This design comes from an exercise in tuning for small area and a short achievable clock period on the open sky130 flow, not from production work.
Function was checked by simulation only, so behaviour that the tests miss may differ from the original.
Power is estimated from default activity; no workload was simulated.

## v54
Design two_class_tx_queue, start of the top module:
module two_class_tx_queue (
  input  wire logic        clk,
  input  wire logic        rst_n,
  input  wire logic        in_tvalid,
  output logic             in_tready,
  input  wire logic [23:0] in_tdata,    
  input  wire logic [2:0]  in_tuser,    
  output logic             out_tvalid,
  input  wire logic        out_tready,
  output logic [31:0]      out_tdata,   
  output logic [3:0]       out_tuser    
);
For scale: about 1800 flip-flops, about 69 I/O pins.
==> flow/config.mk <==
export PLATFORM = sky130hd
export DESIGN_NAME = two_class_tx_queue
export DESIGN_NICKNAME = two_class_tx_queue
export VERILOG_FILES = /design/flow/design.v
export SDC_FILE = /design/flow/constraint.sdc
export NUM_CORES = 4
export LEC_CHECK = 0
export ABC_CLOCK_PERIOD_IN_PS = 2000
export CAP_MARGIN = 20
export CORE_MARGIN = 2
export CORE_UTILIZATION = 73
export CTS_CLUSTER_DIAMETER = 75
export CTS_CLUSTER_SIZE = 30
export SETUP_SLACK_MARGIN = 1.7
export SLEW_MARGIN = 20
export TNS_END_PERCENT = 100
==> flow/constraint.sdc <==
create_clock -name core_clock -period 4.0 [get_ports {clk}]
set_input_delay 0.8000 -clock core_clock [delete_from_list [all_inputs] [get_ports {clk}]]
set_output_delay 0.8000 -clock core_clock [all_outputs]
set_load 0.01 [all_outputs]
standard.sh (not shown) runs the stock make flow with config.mk's settings and CLKGATE_MAP_FILE= SYNTH_SCRIPT=/design/flow/synth_recipe.tcl, a recipe that flattens the netlist after the stock synthesis.
==> flow/flow/run.sh <==
#!/bin/bash
# The standard layout (standard.sh), with the port buffers made from
# buf_4 cells instead of the cell buffer_ports picks by default.
# make's output goes to standard.log; ORFS keeps each step's log in orfs/logs.
export BUFFER_PORTS_ARGS="-buffer_cell sky130_fd_sc_hd__buf_4"
bash standard.sh > standard.log 2>&1
Edits applied to the flow inputs when going from v54 to v7:
==> flow/flow/run.sh <==
#!/bin/bash
# The standard layout (standard.sh), with the port buffers made from
# buf_8 cells instead of the cell buffer_ports picks by default.
# make's output goes to standard.log; ORFS keeps each step's log in orfs/logs.
export BUFFER_PORTS_ARGS="-buffer_cell sky130_fd_sc_hd__buf_8"
bash standard.sh > standard.log 2>&1
diff --git a/flow/config.mk b/flow/config.mk
--- a/flow/config.mk
+++ b/flow/config.mk
@@ -10,6 +10,6 @@
 export CORE_MARGIN = 2
-export CORE_UTILIZATION = 73
-export CTS_CLUSTER_DIAMETER = 75
+export CORE_UTILIZATION = 70
+export CTS_CLUSTER_DIAMETER = 80
 export CTS_CLUSTER_SIZE = 30
-export SETUP_SLACK_MARGIN = 1.7
+export SETUP_SLACK_MARGIN = 1.75
 export SLEW_MARGIN = 20
[summary]
- Between v54 and v7, the flow reports HPWL reported at the end of detailed placement increasing slightly.
- Non-clock buffer count in v7 is 41 above v54.
- Delta(area inside the core boundary, v7 - v54) > 0
- Setup slack delta (v7 − v54): favourable
- Changes observed in v7 relative to v54: wire length shows an increase of 1.3%; adder-cell share of the synthesized area closely matched the old numbers; worst relative slew slack climbed 1.4 points.
Edits applied to the flow inputs when going from v7 to v14:
==> flow/flow/run.sh <==
#!/bin/bash
# The standard layout (standard.sh), with the port buffers made from
# buf_4 cells instead of the cell buffer_ports picks by default.
# make's output goes to standard.log; ORFS keeps each step's log in orfs/logs.
export BUFFER_PORTS_ARGS="-buffer_cell sky130_fd_sc_hd__buf_4"
bash standard.sh > standard.log 2>&1
diff --git a/flow/config.mk b/flow/config.mk
--- a/flow/config.mk
+++ b/flow/config.mk
@@ -10,6 +10,6 @@
 export CORE_MARGIN = 2
-export CORE_UTILIZATION = 70
+export CORE_UTILIZATION = 66
 export CTS_CLUSTER_DIAMETER = 80
 export CTS_CLUSTER_SIZE = 30
-export SETUP_SLACK_MARGIN = 1.75
+export SETUP_SLACK_MARGIN = 1.7
 export SLEW_MARGIN = 20
==> run notes <==
The final layout from v14, which completed every stage, passed the timing, design-rule and antenna checks at the end of the flow. Switching share of power essentially unchanged between v14 and v7. Against v7, register-to-register slack in v14 came out better. The final-layout worst hold slack of v14 exceeds that of v7 by 0.014 ns. [compare] base=v7 new=v14: global-route total usage across every layer went down; count of vias placed by the detailed router decreased 1.9%; combinational group share of total power level. Between v7 and v14, the difference in area fraction of clock buffers and clock inverters is negligible. v14 against v7: switching power of the nets picked up an extra about 0.35%; clock buffer instance count of the final layout lost 10%; fraction of synthesized area in multiplexers neither gained nor lost much; floorplan die width picked up an extra 9.2 um.

* * *

== before ==
two_class_tx_queue, a different RTL version from the one above (not shown whole).
Size: about 4,200 cells after synthesis, ~1,800 flip-flops, about 0.067 mm^2 of cells after synthesis.
clock: 4.0 ns
lec_check: 0
abc_clock_period_in_ps: 1800
cap_margin: 20
core_margin: 2
core_utilization: 72
cts_cluster_diameter: 80
cts_cluster_size: 30
setup_slack_margin: 1.7
slew_margin: 20
tns_end_percent: 100
run.sh (not shown) runs the stock make flow with config.mk's settings and CLKGATE_MAP_FILE= SYNTH_SCRIPT=/design/flow/synth_recipe.tcl, a recipe that flattens the netlist after the stock synthesis.
Stock flow here: none of the scripts above is used.
before finished every stage and its layout cleared the timing, design-rule and antenna checks.
Input changes introduced in after (baseline for comparison: before):
Settings: swapping 72 for 78 in CORE_UTILIZATION; swapping 80 for 70 in CTS_CLUSTER_DIAMETER; swapping 1800 for 2000 in ABC_CLOCK_PERIOD_IN_PS.
==> comparison <==
- The final layout from after, which completed every stage, passed the timing, design-rule and antenna checks at the end of the flow.
- after vs. before: fraction of area in registers lost 0.25 points, maximum fanout along the worst path picked up an extra 81.
- Utilization: higher on after
- Going from before to after, combinational gate power has increased, minimum setup slack after placement saw an increase, number of clock-tree buffers in the layout higher.

* * *

The RTL this note starts from:
==> flow/design.v <==
`default_nettype none
package tcq_pkg;
  localparam int RING_DEPTH = 64;
  localparam int SLOT_COUNT = 16;
  localparam logic [2:0] ST_ENQUEUED  = 3'd0;
  localparam logic [2:0] ST_COALESCED = 3'd1;
  localparam logic [2:0] ST_DROPPED   = 3'd2;
  localparam logic [2:0] ST_DEQUEUED  = 3'd3;
  localparam logic [2:0] ST_EMPTY     = 3'd4;
  localparam logic [2:0] ST_REJECTED  = 3'd5;
endpackage
`default_nettype wire
`default_nettype none
module tcq_ring_mem (
  input  wire logic        clk,
  input  wire logic [63:0] we,        
  input  wire logic [19:0] wr_data,
  input  wire logic [63:0] rd_sel,    
  output logic      [19:0] rd_lo,     
  output logic      [19:0] rd_hi      
);
  logic [19:0] mem [64];
  for (genvar i = 0; i < 64; i++) begin : g_row
    always_ff @(posedge clk) begin
      if (we[i]) mem[i] <= wr_data;
    end
  end
  always_comb begin
    rd_lo = '0;
    rd_hi = '0;
    for (int i = 0; i < 32; i++) begin
      rd_lo = rd_lo | (mem[i] & {20{rd_sel[i]}});
      rd_hi = rd_hi | (mem[i + 32] & {20{rd_sel[i + 32]}});
    end
  end
endmodule
`default_nettype wire
`default_nettype none
module two_class_tx_queue (
  input  wire logic        clk,
  input  wire logic        rst_n,
  input  wire logic        in_tvalid,
  output logic             in_tready,
  input  wire logic [23:0] in_tdata,    
  input  wire logic [2:0]  in_tuser,    
  output logic             out_tvalid,
  input  wire logic        out_tready,
  output logic [31:0]      out_tdata,   
  output logic [3:0]       out_tuser    
);
  logic s1_valid_r, out_valid_r;
  logic free_r;    
  logic hold, fire;
  assign hold      = out_valid_r & ~out_tready;
  assign fire      = s1_valid_r & ~hold;
  assign in_tready = free_r | out_tready;
  logic s1_valid_nxt, out_valid_nxt;
  assign s1_valid_nxt  = rst_n & (in_tready ? in_tvalid : s1_valid_r);
  assign out_valid_nxt = rst_n & (hold ? out_valid_r : s1_valid_r);
  always_ff @(posedge clk) begin
    s1_valid_r  <= s1_valid_nxt;
    out_valid_r <= out_valid_nxt;
    free_r      <= ~(s1_valid_nxt & out_valid_nxt);
  end
  logic        f_enq_ring, f_enq_slot, f_deq, f_req, f_nop;
  logic [15:0] s1_swe_oh;    
  logic [3:0]  s1_slot;
  logic [15:0] s1_tag;
  logic f_deq_nxt, f_req_nxt;
  assign f_deq_nxt = in_tready ? (in_tuser[1:0] == 2'd1) : f_deq;
  assign f_req_nxt = in_tready ? (in_tuser[1:0] == 2'd2) : f_req;
  always_ff @(posedge clk) begin
    f_deq <= f_deq_nxt;
    f_req <= f_req_nxt;
    if (!rst_n) s1_swe_oh <= '0;
    else if (in_tready) s1_swe_oh <= (in_tvalid & (in_tuser[1:0] == 2'd0) & in_tuser[2]) ? 16'd1 << in_tdata[3:0] : 16'd0;
    if (in_tready) begin
      f_enq_ring <= (in_tuser[1:0] == 2'd0) & ~in_tuser[2];
      f_enq_slot <= (in_tuser[1:0] == 2'd0) & in_tuser[2];
      f_nop      <= (in_tuser[1:0] == 2'd3);
      s1_slot    <= in_tdata[3:0];
      s1_tag     <= in_tdata[19:4];
    end
  end
  logic [63:0] head_oh;
  logic [7:0]  thi_oh, tlo_oh;    
  logic [6:0]  cnt_r;
  logic        empty_r;
  logic [6:0]  depth_r, depth_p1_r, depth_m1_r;    
  logic [15:0] pend_r;
  logic        rdeq_r, rreq_r;
  logic [63:0] we_r;
  logic        pany_r, ipend_r;
  logic full;
  assign full = cnt_r[6];
  logic pend_any;
  assign pend_any = pany_r;
  logic idx_pend;
  assign idx_pend = ipend_r;
  logic [63:0] ring_we;
  assign ring_we = we_r;
  logic [19:0] ring_rd_lo, ring_rd_hi;
  tcq_ring_mem u_ring (
    .clk     (clk),
    .we      (ring_we),
    .wr_data ({s1_slot, s1_tag}),
    .rd_sel  (head_oh),
    .rd_lo   (ring_rd_lo),
    .rd_hi   (ring_rd_hi)
  );
  logic [15:0] slot_tag_r [16];
  for (genvar i = 0; i < 16; i++) begin : g_slot
    always_ff @(posedge clk) begin
      if (s1_swe_oh[i]) slot_tag_r[i] <= s1_tag;
    end
  end
  logic [15:0] low_oh;
  always_comb begin
    for (int j = 0; j < 16; j++) begin
      low_oh[j] = pend_r[j] & ~|(pend_r & ((16'd1 << j) - 16'd1));
    end
  end
  logic [15:0] slot_rd;
  logic [3:0]  pick;
  always_comb begin
    slot_rd = '0;
    pick    = '0;
    for (int j = 0; j < 16; j++) begin
      slot_rd = slot_rd | (slot_tag_r[j] & {16{low_oh[j]}});
      pick    = pick | (4'(j) & {4{low_oh[j]}});
    end
  end
  logic slot_deq, any_deq, ring_enq, ring_inc, inc;
  assign slot_deq = f_deq & empty_r & pend_any;
  assign any_deq  = rdeq_r | slot_deq;
  assign ring_enq = f_enq_ring & ~full;
  assign ring_inc = ring_enq | rreq_r;
  assign inc      = ring_inc | (f_enq_slot & ~idx_pend);
  logic [2:0] status;
  assign status[0] = (f_enq_slot & idx_pend) | any_deq | (f_req & full);
  assign status[1] = (f_enq_ring & full) | any_deq;
  assign status[2] = (f_deq & empty_r & ~pend_any) | (f_req & full) | f_nop;
  logic [6:0] cnt_nxt;
  logic       empty_nxt, full_nxt;    
  always_comb begin
    cnt_nxt   = cnt_r;
    empty_nxt = empty_r;
    full_nxt  = full;
    if (!rst_n) begin
      cnt_nxt   = '0;
      empty_nxt = 1'b1;
      full_nxt  = 1'b0;
    end else if (fire) begin
      if (ring_inc) begin
        cnt_nxt   = cnt_r + 7'd1;
        empty_nxt = 1'b0;
        full_nxt  = (cnt_r == 7'd63);
      end else if (rdeq_r) begin
        cnt_nxt   = cnt_r - 7'd1;
        empty_nxt = (cnt_r == 7'd1);
        full_nxt  = 1'b0;
      end
    end
  end
  logic [63:0] head_nxt;
  logic [7:0]  thi_nxt, tlo_nxt;
  logic [6:0]  depth_nxt, depth_p1_nxt, depth_m1_nxt;
  logic [15:0] pend_nxt;
  logic        pany_nxt, ipend_nxt;
  logic multi;
  always_comb begin
    multi = 1'b0;
    for (int j = 1; j < 16; j++) begin
      multi = multi | (pend_r[j] & |(pend_r & ((16'd1 << j) - 16'd1)));
    end
  end
  logic [15:0] in_idx_oh;
  assign in_idx_oh = 16'd1 << in_tdata[3:0];
  logic p_in, lower_in, eq_in;
  assign p_in     = |(pend_r & in_idx_oh);
  assign lower_in = |(pend_r & (in_idx_oh - 16'd1));
  assign eq_in    = |(s1_swe_oh & in_idx_oh);    
  always_comb begin
    head_nxt     = head_oh;
    thi_nxt      = thi_oh;
    tlo_nxt      = tlo_oh;
    depth_nxt    = depth_r;
    depth_p1_nxt = depth_p1_r;
    depth_m1_nxt = depth_m1_r;
    pend_nxt     = pend_r;
    pany_nxt     = pany_r;
    ipend_nxt    = ipend_r;
    if (!rst_n) begin
      head_nxt     = 64'd1;
      thi_nxt      = 8'd1;
      tlo_nxt      = 8'd1;
      depth_nxt    = '0;
      depth_p1_nxt = 7'd1;
      depth_m1_nxt = 7'h7f;
      pend_nxt     = '0;
      pany_nxt     = 1'b0;
      ipend_nxt    = 1'b0;
    end else begin
      if (fire) begin
        if (rdeq_r) head_nxt = {head_oh[62:0], head_oh[63]};
        else if (rreq_r) head_nxt = {head_oh[0], head_oh[63:1]};
        if (ring_enq) begin
          tlo_nxt = {tlo_oh[6:0], tlo_oh[7]};
          if (tlo_oh[7]) thi_nxt = {thi_oh[6:0], thi_oh[7]};
        end
        if (inc) begin
          depth_nxt    = depth_p1_r;
          depth_p1_nxt = depth_p1_r + 7'd1;
          depth_m1_nxt = depth_r;
        end else if (any_deq) begin
          depth_nxt    = depth_m1_r;
          depth_p1_nxt = depth_r;
          depth_m1_nxt = depth_m1_r - 7'd1;
        end
        pend_nxt = (pend_r | s1_swe_oh) & ~(slot_deq ? low_oh : 16'd0);
        pany_nxt = f_enq_slot | (slot_deq ? multi : pany_r);
      end
      if (in_tready) begin
        ipend_nxt = fire ? ((p_in | (f_enq_slot & eq_in)) & ~(slot_deq & p_in & ~lower_in))
                         : p_in;
      end
    end
  end
  always_ff @(posedge clk) begin
    cnt_r      <= cnt_nxt;
    empty_r    <= empty_nxt;
    head_oh    <= head_nxt;
    thi_oh     <= thi_nxt;
    tlo_oh     <= tlo_nxt;
    depth_r    <= depth_nxt;
    depth_p1_r <= depth_p1_nxt;
    depth_m1_r <= depth_m1_nxt;
    pend_r     <= pend_nxt;
    pany_r     <= pany_nxt;
    ipend_r    <= ipend_nxt;
    rdeq_r     <= f_deq_nxt & ~empty_nxt;
    rreq_r     <= f_req_nxt & ~full_nxt;
    for (int i = 0; i < 64; i++) begin
      we_r[i] <= ~full_nxt & (f_req_nxt ? head_nxt[(i + 1) % 64] : (thi_nxt[i / 8] & tlo_nxt[i % 8]));
    end
  end
  logic [2:0]  res_status;
  logic        res_kn;
  logic [19:0] res_a, res_b;    
  logic res_clr;
  assign res_clr = ~rst_n | (~s1_valid_r & ~hold);
  always_ff @(posedge clk) begin
    if (res_clr) begin
      res_status <= '0;
      res_kn     <= 1'b0;
      res_a      <= '0;
      res_b      <= '0;
    end else if (fire) begin
      res_status <= status;
      res_kn     <= slot_deq;
      res_a      <= rdeq_r ? ring_rd_lo : (slot_deq ? {pick, slot_rd} : 20'd0);
      res_b      <= rdeq_r ? ring_rd_hi : 20'd0;
    end
  end
  logic [19:0] res_ts;
  assign res_ts = res_a | res_b;
  assign out_tvalid = out_valid_r;
  assign out_tdata  = {5'b0, depth_r, res_ts};
  assign out_tuser  = {res_kn, res_status};
endmodule
`default_nettype wire
clock: 4.0 ns
lec_check: 0
abc_clock_period_in_ps: 2000
cap_margin: 20
core_margin: 2
core_utilization: 70
cts_cluster_diameter: 70
cts_cluster_size: 30
setup_slack_margin: 1.7
slew_margin: 20
tns_end_percent: 100
The starting point finished with timing, DRC and antenna clean.
==> next run, changes <==
--- a/flow/config.mk
+++ b/flow/config.mk
@@ -12 +12 @@
-export CTS_CLUSTER_DIAMETER = 70
+export CTS_CLUSTER_DIAMETER = 80
Outcome:
- worst hold slack gets better by 0.0097 ns
- register-to-register slack gets worse by 0.03 ns
- final cell count shrinks by 0.38%
- synthesized area stays the same
- global-route usage shrinks by 0.24 points
- power shrinks by 3.2%
- design area shrinks by 0.66%
- clock power shrinks by about 10%
- wire length shrinks by 0.54%
- worst setup slack gets worse by 0.058 ns
==> next run, changes <==
==> flow/flow/run.sh (new file) <==
#!/bin/bash
# The standard layout (standard.sh), with the port buffers made from
# buf_4 cells instead of the cell buffer_ports picks by default.
# make's output goes to standard.log; ORFS keeps each step's log in orfs/logs.
export BUFFER_PORTS_ARGS="-buffer_cell sky130_fd_sc_hd__buf_4"
bash standard.sh > standard.log 2>&1
==> flow/standard.sh (new file) <==
#!/bin/bash
# synth_recipe.tcl (not shown) runs the flow's synth.tcl, then flattens the netlist and writes it again
# the make line also repeats each setting of config.mk as NAME=value (left out here)
make -C /OpenROAD-flow-scripts/flow DESIGN_CONFIG=/design/flow/config.mk WORK_HOME=/design/flow/orfs CLKGATE_MAP_FILE= SYNTH_SCRIPT=/design/flow/synth_recipe.tcl "${@:-finish}"
--- a/flow/config.mk
+++ b/flow/config.mk
@@ -14 +14 @@
-export SETUP_SLACK_MARGIN = 1.7
+export SETUP_SLACK_MARGIN = 1.8
removed: flow/run.sh
Design area rises by 0.72%.
Hold slack got worse by 0.23 ns.
Sequential share of layout area drops by 0.46 points.
Clock-buffer cell count increases by 3.
Wire length climbs by 0.70%.
Synthesized area is unchanged.
Final cell count climbs by 0.61%.

## re-timing with driven ports
No port has a modelled driver above. Below, the same layouts with a new extraction and two added sets of constraints.
Step 1 (the two cells are an assumption about what drives the block):
set clk [get_ports {clk}]
set_driving_cell -lib_cell sky130_fd_sc_hd__clkbuf_16 $clk
set_driving_cell -lib_cell sky130_fd_sc_hd__buf_2 [delete_from_list [all_inputs] $clk]
Step 2 adds t to the input delays and takes it off the output delays; t is the mean of the earliest and latest rising clock arrival at the registers after step 1. Input paths then give back, and output paths get back, about the clock's delay inside the block.
Three values: no drivers, after step 1, after step 2; two values: the first two.
run	t, ns	setup slack, ns	hold slack, ns	latest minus earliest clock arrival (ns)	worst data-port slew with drivers (ns)
v54	0.752	1.618 / 1.550 / 1.090	0.271 / 0.233 / 0.479	0.048 / 0.048	0.09
v7	0.770	1.632 / 1.632 / 1.029	0.269 / 0.247 / 0.493	0.039 / 0.039	0.07
v14	0.762	1.604 / 1.535 / 0.988	0.283 / 0.239 / 0.489	0.057 / 0.057	0.08
before	0.759	1.609 / 1.609 / 1.109	0.491 / 0.491 / 0.491	0.046 / 0.046	0.09
after	0.754	1.576 / 1.580 / 0.873	0.489 / 0.489 / 0.489	0.047 / 0.048	0.04
the first run of note 3	0.767	1.640 / 1.640 / 1.088	0.489 / 0.451 / 0.499	0.038 / 0.038	0.05
the second run of note 3	0.758	1.582 / 1.514 / 1.065	0.499 / 0.453 / 0.503	0.049 / 0.049	0.05
the third run of note 3	0.756	1.670 / 1.613 / 1.192	0.272 / 0.237 / 0.492	0.042 / 0.043	0.06
After both steps every run listed still meets setup and hold. The setup slack of after, which loses most, moves by +0.004 ns with the drivers and by -0.703 ns with both steps.
